Source: an optimization exercise on an open RTL-to-GDS flow (aim: small area, a short achievable clock period and few clock cycles). Production flows keep margins and buffers that such runs may drop. Function was checked by simulation only, so behaviour that the tests miss may differ from the original. No activity file was given, so power comes from the tool's default toggle rates.

==> run B <==
==> flow/design.v <==
`timescale 1ns / 1ps
package itt_pkg;
	localparam int SLOTS    = 8;
	localparam int IDX_W    = (SLOTS > 1) ? $clog2(SLOTS) : 1;
	localparam int CNT_W    = $clog2(SLOTS + 1);
	localparam int TICK_W   = 32;
	localparam int PERIOD_W = 32;
	localparam int TPM_W    = 16;
	localparam int NEED_W   = PERIOD_W + TPM_W;
	localparam int TIDX_W   = 3;
	localparam int DATA_W   = 32;
	localparam int PADDR_W  = 3;
	localparam logic [PADDR_W-3:0] REG_TICKS_PER_MS = '0;
	localparam logic [TPM_W-1:0]   TPM_RESET        = 16'd1;
	localparam logic CMD_CREATE = 1'b0;
	localparam logic CMD_UPDATE = 1'b1;
endpackage
`timescale 1ns / 1ps
module itt_ram #(
	parameter int WIDTH = 32,
	parameter int DEPTH = 8
) (
	input  logic                                    clk,
	input  logic                                    we,
	input  logic [((DEPTH > 1) ? $clog2(DEPTH) : 1)-1:0] waddr,
	input  logic [WIDTH-1:0]                        wdata,
	input  logic [((DEPTH > 1) ? $clog2(DEPTH) : 1)-1:0] raddr,
	output logic [WIDTH-1:0]                        rdata
);
	logic [WIDTH-1:0] mem [DEPTH];
	always_ff @(posedge clk) begin
		if (we) begin
			mem[waddr] <= wdata;
		end
		rdata <= mem[raddr];
	end
endmodule
`timescale 1ns / 1ps
import itt_pkg::*;
module interval_task_timer_table (
	input  logic               clk,
	input  logic               arst_n,
	input  logic               item_valid,
	output logic               item_ready,
	input  logic               item_cmd,
	input  logic [TICK_W-1:0]  item_now_ticks,
	input  logic [PERIOD_W-1:0] item_period_ms,
	input  logic               item_periodic,
	output logic               result_valid,
	input  logic               result_ready,
	output logic [TIDX_W-1:0]  result_task_index,
	output logic               result_accepted,
	output logic               result_fired,
	output logic               result_last,
	input  logic               psel,
	input  logic               penable,
	input  logic               pwrite,
	input  logic [PADDR_W-1:0] paddr,
	input  logic [DATA_W-1:0]  pwdata,
	output logic [DATA_W-1:0]  prdata,
	output logic               pready
);
	localparam int MK  = 4;                   
	localparam int MCH = PERIOD_W / MK;       
	localparam int MCW = $clog2(MCH);
	logic [TPM_W-1:0] tpm_q;
	logic             cfg_wr;
	assign pready = 1'b1;
	assign cfg_wr = psel && penable && pwrite && paddr[PADDR_W-1:2] == REG_TICKS_PER_MS;
	assign prdata = (paddr[PADDR_W-1:2] == REG_TICKS_PER_MS) ?
		{{(DATA_W-TPM_W){1'b0}}, tpm_q} : '0;
	logic [TICK_W-1:0]   start_n_q  [SLOTS];    
	logic [PERIOD_W-1:0] period_q   [SLOTS];
	logic [2:0]          top_q      [SLOTS];    
	logic [TICK_W:0]     need_n_q   [SLOTS];    
	logic [SLOTS-1:0]    periodic_q;
	logic [SLOTS-1:0]    active_q;
	logic [CNT_W-1:0]    count_q;
	logic                a_v;
	logic                a_cmd;
	logic [TICK_W-1:0]   a_now;
	logic                g_v;
	logic [SLOTS-1:0]    g_mask;
	logic                g_le1;       
	logic [IDX_W-1:0]    g_idx;
	logic                g_acc;
	logic                qv0, qv1;
	logic [5:0]          q0, q1;
	logic [CNT_W-1:0]    m_issue;     
	logic [CNT_W-1:0]    m_done;      
	logic                need_ok;     
	logic [TICK_W-1:0]   m_acc;
	logic                m_sat;
	logic [SLOTS-1:0]    fire;
	logic                create_ok;
	logic                is_create;
	logic                g_emit;
	logic                g_fin;
	logic                exec;
	logic                do_create;
	assign create_ok = count_q < CNT_W'(SLOTS);
	assign is_create = a_cmd == CMD_CREATE;
	always_comb begin
		for (int i = 0; i < SLOTS; i++) begin
			logic [TICK_W-1:0] cs_s, cs_c;
			logic [TICK_W+2:0] y;
			logic [TICK_W:0]   w;
			cs_s = a_now ^ start_n_q[i] ^ need_n_q[i][TICK_W-1:0];
			cs_c = (a_now & start_n_q[i]) | (a_now & need_n_q[i][TICK_W-1:0]) |
				(start_n_q[i] & need_n_q[i][TICK_W-1:0]);
			y = {2'b0, cs_s, 1'b1} + {1'b0, cs_c, 2'b11};
			w = {1'b0, a_now} + {1'b0, start_n_q[i]} + 33'd1;
			fire[i] = active_q[i] && need_n_q[i][TICK_W] &&
				(y[TICK_W+2] || (!w[TICK_W] && y[TICK_W+1]));
		end
	end
	assign g_emit    = g_v && !(qv0 && qv1);
	assign g_fin     = g_emit && g_le1;
	assign exec      = a_v && (!g_v || g_fin) && (is_create || need_ok);
	assign do_create = exec && is_create && create_ok;
	assign item_ready = !a_v || exec;
	logic [SLOTS-1:0] g_low;
	logic [SLOTS-1:0] g_rest;
	logic [IDX_W-1:0] g_low_idx;
	logic [5:0]       g_beat;
	assign g_low  = g_mask & (~g_mask + 1'b1);
	assign g_rest = g_mask & ~g_low;
	always_comb begin
		g_low_idx = '0;
		for (int i = 0; i < SLOTS; i++) begin
			if (g_low[i]) g_low_idx |= IDX_W'(i);
		end
		if (g_mask != '0)
			g_beat = {TIDX_W'(g_low_idx), 1'b0, 1'b1, g_le1};
		else
			g_beat = {TIDX_W'(g_idx), g_acc, 1'b0, 1'b1};
	end
	logic [MCW-1:0]       l_ch;        
	logic                 l_first;     
	logic [MCW-1:0]       l_ci;        
	logic                 l_go;        
	logic                 c_v;         
	logic                 c_first;
	logic                 c_last;
	logic [MK-1:0]        l_chunk;
	logic                 p_v;
	logic                 p_first;
	logic                 p_last;
	logic [TPM_W+MK-1:0]  p_ps, p_pc;
	logic [TICK_W:0]      m_sum;
	logic                 m_nsat;
	logic                 m_wr;        
	logic                 w_v;         
	logic [CNT_W-1:0]     m_done_nx;
	logic [CNT_W-1:0]     count_nx;
	logic [PERIOD_W-1:0]  m_ld;
	assign m_ld  = period_q[m_issue[IDX_W-1:0]];
	assign l_ci  = l_first ? top_q[m_issue[IDX_W-1:0]] : l_ch;
	assign l_go  = m_issue != count_q;
	logic [MCW-1:0] in_top;
	always_comb begin
		in_top = '0;
		for (int c = 0; c < MCH; c++) begin
			if (item_period_ms[c*MK +: MK] != '0) in_top = MCW'(c);
		end
	end
	assign m_sum  = {1'b0, (p_first ? '0 : m_acc[TICK_W-MK-1:0]), {MK{1'b0}}} +
		{{(TICK_W-TPM_W-MK+1){1'b0}}, p_ps} + {{(TICK_W-TPM_W-MK+1){1'b0}}, p_pc};
	assign m_nsat = (!p_first && (m_sat || m_acc[TICK_W-1:TICK_W-MK] != '0)) ||
		m_sum[TICK_W];
	assign m_wr   = w_v;
	localparam int PW = TPM_W + MK;
	logic [PW-1:0] r0, r1, r2, r3, s1, c1, s2, c2, m_ps, m_pc;
	always_comb begin
		r0 = PW'(l_chunk[0] ? tpm_q : '0);
		r1 = PW'(l_chunk[1] ? tpm_q : '0) << 1;
		r2 = PW'(l_chunk[2] ? tpm_q : '0) << 2;
		r3 = PW'(l_chunk[3] ? tpm_q : '0) << 3;
		s1 = r0 ^ r1 ^ r2;
		c1 = ((r0 & r1) | (r0 & r2) | (r1 & r2)) << 1;
		s2 = s1 ^ c1 ^ r3;
		c2 = ((s1 & c1) | (s1 & r3) | (c1 & r3)) << 1;
		m_ps = s2;
		m_pc = c2;
	end
	always_ff @(posedge clk) begin
		if (l_go) begin
			l_chunk <= m_ld[l_ci*MK +: MK];
			c_first <= l_first;
			c_last  <= l_ci == '0;
			l_ch    <= l_ci - 1'b1;
		end
		if (c_v) begin
			p_ps    <= m_ps;
			p_pc    <= m_pc;
			p_first <= c_first;
			p_last  <= c_last;
		end
		if (p_v) begin
			m_acc <= m_sum[TICK_W-1:0];
			m_sat <= m_nsat;
		end
	end
	assign m_done_nx = cfg_wr ? '0 : m_done + CNT_W'(m_wr);
	assign count_nx  = count_q + CNT_W'(do_create);
	always_ff @(posedge clk or negedge arst_n) begin
		if (!arst_n) begin
			tpm_q   <= TPM_RESET;
			m_issue <= '0;
			m_done  <= '0;
			need_ok <= 1'b1;
			l_first <= 1'b1;
			c_v     <= 1'b0;
			p_v     <= 1'b0;
			w_v     <= 1'b0;
		end else begin
			m_done  <= m_done_nx;
			need_ok <= m_done_nx == count_nx;
			if (cfg_wr) begin
				tpm_q   <= pwdata[TPM_W-1:0];
				m_issue <= '0;
				l_first <= 1'b1;
				c_v     <= 1'b0;
				p_v     <= 1'b0;
				w_v     <= 1'b0;
			end else begin
				c_v <= l_go;
				p_v <= c_v;
				w_v <= p_v && p_last;
				if (l_go) begin
					l_first <= l_ci == '0;
					if (l_ci == '0) m_issue <= m_issue + 1'b1;
				end
			end
		end
	end
	always_ff @(posedge clk) begin
		if (m_wr) begin
			need_n_q[m_done[IDX_W-1:0]] <= ~{m_sat, m_acc};
		end
	end
	always_ff @(posedge clk) begin
		for (int i = 0; i < SLOTS; i++) begin
			if ((do_create && count_q == CNT_W'(i)) ||
			    (exec && !is_create && fire[i] && periodic_q[i])) begin
				start_n_q[i] <= ~a_now;
			end
			if (item_valid && item_ready && item_cmd == CMD_CREATE &&
			    count_nx == CNT_W'(i)) begin
				period_q[i]   <= item_period_ms;
				top_q[i]      <= in_top;
				periodic_q[i] <= item_periodic;
			end
		end
	end
	always_ff @(posedge clk or negedge arst_n) begin
		if (!arst_n) begin
			count_q  <= '0;
			active_q <= '0;
		end else begin
			count_q <= count_nx;
			if (do_create) begin
				active_q[count_q[IDX_W-1:0]] <= 1'b1;
			end else if (exec && !is_create) begin
				active_q <= active_q & ~(fire & ~periodic_q);
			end
		end
	end
	always_ff @(posedge clk) begin
		if (item_valid && item_ready) begin
			a_cmd      <= item_cmd;
			a_now      <= item_now_ticks;
		end
	end
	always_ff @(posedge clk or negedge arst_n) begin
		if (!arst_n) begin
			a_v <= 1'b0;
		end else if (item_ready) begin
			a_v <= item_valid;
		end
	end
	always_ff @(posedge clk or negedge arst_n) begin
		if (!arst_n) begin
			g_v    <= 1'b0;
			g_mask <= '0;
			g_le1  <= 1'b1;
			g_idx  <= '0;
			g_acc  <= 1'b0;
		end else begin
			if (exec) begin
				g_v <= 1'b1;
				if (is_create) begin
					g_mask <= '0;
					g_le1  <= 1'b1;
					g_idx  <= create_ok ? count_q[IDX_W-1:0] : '0;
					g_acc  <= create_ok;
				end else begin
					g_mask <= fire;
					g_le1  <= (fire & (fire - 1'b1)) == '0;
					g_idx  <= '0;
					g_acc  <= 1'b0;
				end
			end else if (g_emit) begin
				g_mask <= g_rest;
				g_le1  <= (g_rest & (g_rest - 1'b1)) == '0;
				if (g_fin) g_v <= 1'b0;
			end
		end
	end
	logic q_pop;
	assign q_pop = qv0 && result_ready;
	always_ff @(posedge clk or negedge arst_n) begin
		if (!arst_n) begin
			qv0 <= 1'b0;
			qv1 <= 1'b0;
		end else begin
			if (!qv0 || q_pop) begin
				qv0 <= qv1 || g_emit;
				qv1 <= qv1 && g_emit;
			end else begin
				qv1 <= qv1 || g_emit;
			end
		end
	end
	always_ff @(posedge clk) begin
		if (!qv0 || q_pop) begin
			q0 <= qv1 ? q1 : g_beat;
		end
		if (g_emit && (qv1 || (qv0 && !q_pop))) begin
			q1 <= g_beat;
		end
	end
	assign result_valid      = qv0;
	assign result_task_index = q0[5:3];
	assign result_accepted   = q0[2];
	assign result_fired      = q0[1];
	assign result_last       = q0[0];
endmodule
==> flow/run.sh <==
#!/bin/bash
# synth_recipe.tcl (not shown) runs the flow's synth.tcl, then flattens the netlist and writes it again
# the make line also repeats each setting of config.mk as NAME=value (left out here)
make -C /OpenROAD-flow-scripts/flow DESIGN_CONFIG=/design/flow/config.mk WORK_HOME=/design/flow/orfs CLKGATE_MAP_FILE= SYNTH_SCRIPT=/design/flow/synth_recipe.tcl finish
==> flow/config.mk <==
export PLATFORM = sky130hd
export DESIGN_NAME = interval_task_timer_table
export DESIGN_NICKNAME = interval_task_timer_table
export VERILOG_FILES = /design/flow/design.v
export SDC_FILE = /design/flow/constraint.sdc
export NUM_CORES = 4
export LEC_CHECK = 0
export ABC_AREA = 1
export CAP_MARGIN = 20
export CORE_MARGIN = 2
export CORE_UTILIZATION = 40
export CTS_BUF_LIST = sky130_fd_sc_hd__clkbuf_16
export CTS_CLUSTER_DIAMETER = 70
export CTS_CLUSTER_SIZE = 25
export SETUP_SLACK_MARGIN = 4.8
export SLEW_MARGIN = 20
==> flow/constraint.sdc <==
create_clock -name core_clock -period 8.0 [get_ports {clk}]
set_input_delay 1.6000 -clock core_clock [delete_from_list [all_inputs] [get_ports {clk}]]
set_output_delay 1.6000 -clock core_clock [all_outputs]
set_load 0.01 [all_outputs]
==> run F: changes against run B <==
- SETUP_SLACK_MARGIN: 4.8 -> 4.5
==> run P: changes against run B <==
--- a/flow/design.v
+++ b/flow/design.v
@@ -73,3 +73,2 @@
 	logic [PERIOD_W-1:0] period_q   [SLOTS];
-	logic [2:0]          top_q      [SLOTS];    
 	logic [TICK_W:0]     need_n_q   [SLOTS];    
@@ -137,10 +136,10 @@
 	end
-	logic [MCW-1:0]       l_ch;        
-	logic                 l_first;     
-	logic [MCW-1:0]       l_ci;        
-	logic                 l_go;        
-	logic                 c_v;         
-	logic                 c_first;
-	logic                 c_last;
+	logic [PERIOD_W-1:0]  m_ld;
+	logic [MCW-1:0]       m_top;
+	logic                 l_v;         
+	logic                 l_first;
+	logic [PERIOD_W-1:0]  l_per;
+	logic [MCW-1:0]       l_ch;
 	logic [MK-1:0]        l_chunk;
+	logic                 l_go;        
 	logic                 p_v;
@@ -151,2 +150,3 @@
 	logic                 m_nsat;
+	logic [MCW-1:0]       l_chn;
 	logic                 m_wr;        
@@ -155,13 +155,11 @@
 	logic [CNT_W-1:0]     count_nx;
-	logic [PERIOD_W-1:0]  m_ld;
-	assign m_ld  = period_q[m_issue[IDX_W-1:0]];
-	assign l_ci  = l_first ? top_q[m_issue[IDX_W-1:0]] : l_ch;
-	assign l_go  = m_issue != count_q;
-	logic [MCW-1:0] in_top;
+	assign m_ld = period_q[m_issue[IDX_W-1:0]];
 	always_comb begin
-		in_top = '0;
+		m_top = '0;
 		for (int c = 0; c < MCH; c++) begin
-			if (item_period_ms[c*MK +: MK] != '0) in_top = MCW'(c);
+			if (m_ld[c*MK +: MK] != '0) m_top = MCW'(c);
 		end
 	end
+	assign l_chn  = l_ch - 1'b1;
+	assign l_go   = m_issue != count_q && (!l_v || l_ch == '0);
 	assign m_sum  = {1'b0, (p_first ? '0 : m_acc[TICK_W-MK-1:0]), {MK{1'b0}}} +
@@ -187,12 +185,14 @@
 		if (l_go) begin
-			l_chunk <= m_ld[l_ci*MK +: MK];
-			c_first <= l_first;
-			c_last  <= l_ci == '0;
-			l_ch    <= l_ci - 1'b1;
+			l_per   <= m_ld;
+			l_ch    <= m_top;
+			l_chunk <= m_ld[m_top*MK +: MK];
+		end else if (l_v) begin
+			l_ch    <= l_chn;
+			l_chunk <= l_per[l_chn*MK +: MK];
 		end
-		if (c_v) begin
+		if (l_v) begin
 			p_ps    <= m_ps;
 			p_pc    <= m_pc;
-			p_first <= c_first;
-			p_last  <= c_last;
+			p_first <= l_first;
+			p_last  <= l_ch == '0;
 		end
@@ -211,4 +211,4 @@
 			need_ok <= 1'b1;
-			l_first <= 1'b1;
-			c_v     <= 1'b0;
+			l_v     <= 1'b0;
+			l_first <= 1'b0;
 			p_v     <= 1'b0;
@@ -221,4 +221,3 @@
 				m_issue <= '0;
-				l_first <= 1'b1;
-				c_v     <= 1'b0;
+				l_v     <= 1'b0;
 				p_v     <= 1'b0;
@@ -226,8 +225,11 @@
 			end else begin
-				c_v <= l_go;
-				p_v <= c_v;
+				p_v <= l_v;
 				w_v <= p_v && p_last;
 				if (l_go) begin
-					l_first <= l_ci == '0;
-					if (l_ci == '0) m_issue <= m_issue + 1'b1;
+					l_v     <= 1'b1;
+					l_first <= 1'b1;
+					m_issue <= m_issue + 1'b1;
+				end else begin
+					l_first <= 1'b0;
+					if (l_v && l_ch == '0) l_v <= 1'b0;
 				end
@@ -250,3 +252,2 @@
 				period_q[i]   <= item_period_ms;
-				top_q[i]      <= in_top;
 				periodic_q[i] <= item_periodic;
- ABC_AREA: 1 -> unset
- CORE_UTILIZATION: 40 -> 60
- CTS_BUF_LIST: sky130_fd_sc_hd__clkbuf_16 -> unset
- CTS_CLUSTER_DIAMETER: 70 -> unset
- CTS_CLUSTER_SIZE: 25 -> unset
- PLACE_DENSITY: unset -> 0.72
- SETUP_SLACK_MARGIN: 4.8 -> 4.0
==> comparison table <==
Met3 wirelength from detailed routing: run P 12.2 mm; run B 9.12 mm; run F 8.21 mm
R2r worst-path depth: run P 14; run B 19; run F 14
Sequential Power Share: run P 0.356; run B 0.351; run F 0.371
Insertion delay to the later sink of the worst-skew pair: run P 720 ps; run B 690 ps; run F 700 ps
Total die area: run P 89,600 µm²; run B 134,000 µm²; run F 134,000 µm²
Proportion of cell area spent on the clock network: run P 0.0553; run B 0.0431; run F 0.0437
Crit path buffers/inverters: run P 4; run B 7; run F 2
Simple-gate portion of the synthesized area: run P 0.0678; run B 0.0870; run F 0.0870
Synthesized-area fraction occupied by xor and xnor cells: run P 0.00619; run B 0.00602; run F 0.00602
Cell area after layout: run P 61,400 µm²; run B 63,800 µm²; run F 62,000 µm²
Synth Area in Compound Gates: run P 0.0938; run B 0.0752; run F 0.0752
Count of multi-input combinational gates: run P 2,365; run B 2,622; run F 2,622
Global-route wire length before repair: run P 215 mm; run B 215 mm; run F 208 mm
Proportion of cell area occupied by multi-input gates: run P 0.376; run B 0.362; run F 0.361
Growth of design area from synthesis to finish: run P 17.3%; run B 21.8%; run F 18.5%
Area taken by multi-input logic gates: run P 23,100 µm²; run B 23,100 µm²; run F 22,400 µm²
Filler cells: run P 5,609; run B 11,103; run F 11,258
Worst slew margin relative to its limit: run P 0.320; run B 0.369; run F 0.397
FMAX: run P 242 MHz; run B 265 MHz; run F 274 MHz
Proportion of power drawn by the clock network: run P 0.228; run B 0.201; run F 0.209
Number of synthesized flops with an enable pin: run P 938; run B 932; run F 932
Area of the core: run P 86,600 µm²; run B 130,000 µm²; run F 130,000 µm²
Run status: run P complete, no violations; run B complete, no violations; run F complete, no violations
Testbench counts of run B, summed over its fixed seeds: cycles 5,442.
Testbench counts of run F, summed over its fixed seeds: cycles 5,442.
Testbench counts of run P, summed over its fixed seeds: cycles 5,442.

separate check: timing with driven ports:
The results above use ideal ports. As a check the final layouts listed here were re-extracted and re-timed, cells and wires unchanged. Step 1, drivers: a clkbuf_16 drives clk and a buf_2 each remaining input, both assumed. Step 2 moves the port delays by t, midway between the first and last clock arrival at a register: inputs arrive t later, outputs are due t later. That takes back most of the time a late clock gives input paths. Three values: ideal, step 1, step 2; two values: the first two.
run	shift t [ns]	setup slack, ns	hold slack, ns	worst register clock-pin slew, ns
run B	0.746	4.224 / 4.223 / 4.223	0.424 / 0.424 / 0.424	0.09 / 0.09
run F	0.738	4.356 / 4.232 / 4.140	0.425 / 0.425 / 0.425	0.10 / 0.10
run P	0.764	3.864 / 3.864 / 3.864	0.416 / 0.416 / 0.416	0.06 / 0.06
After both steps setup and hold are still met in every run listed. The setup slack of run F, which loses most, moves by -0.124 ns with the drivers and by -0.216 ns with both steps.
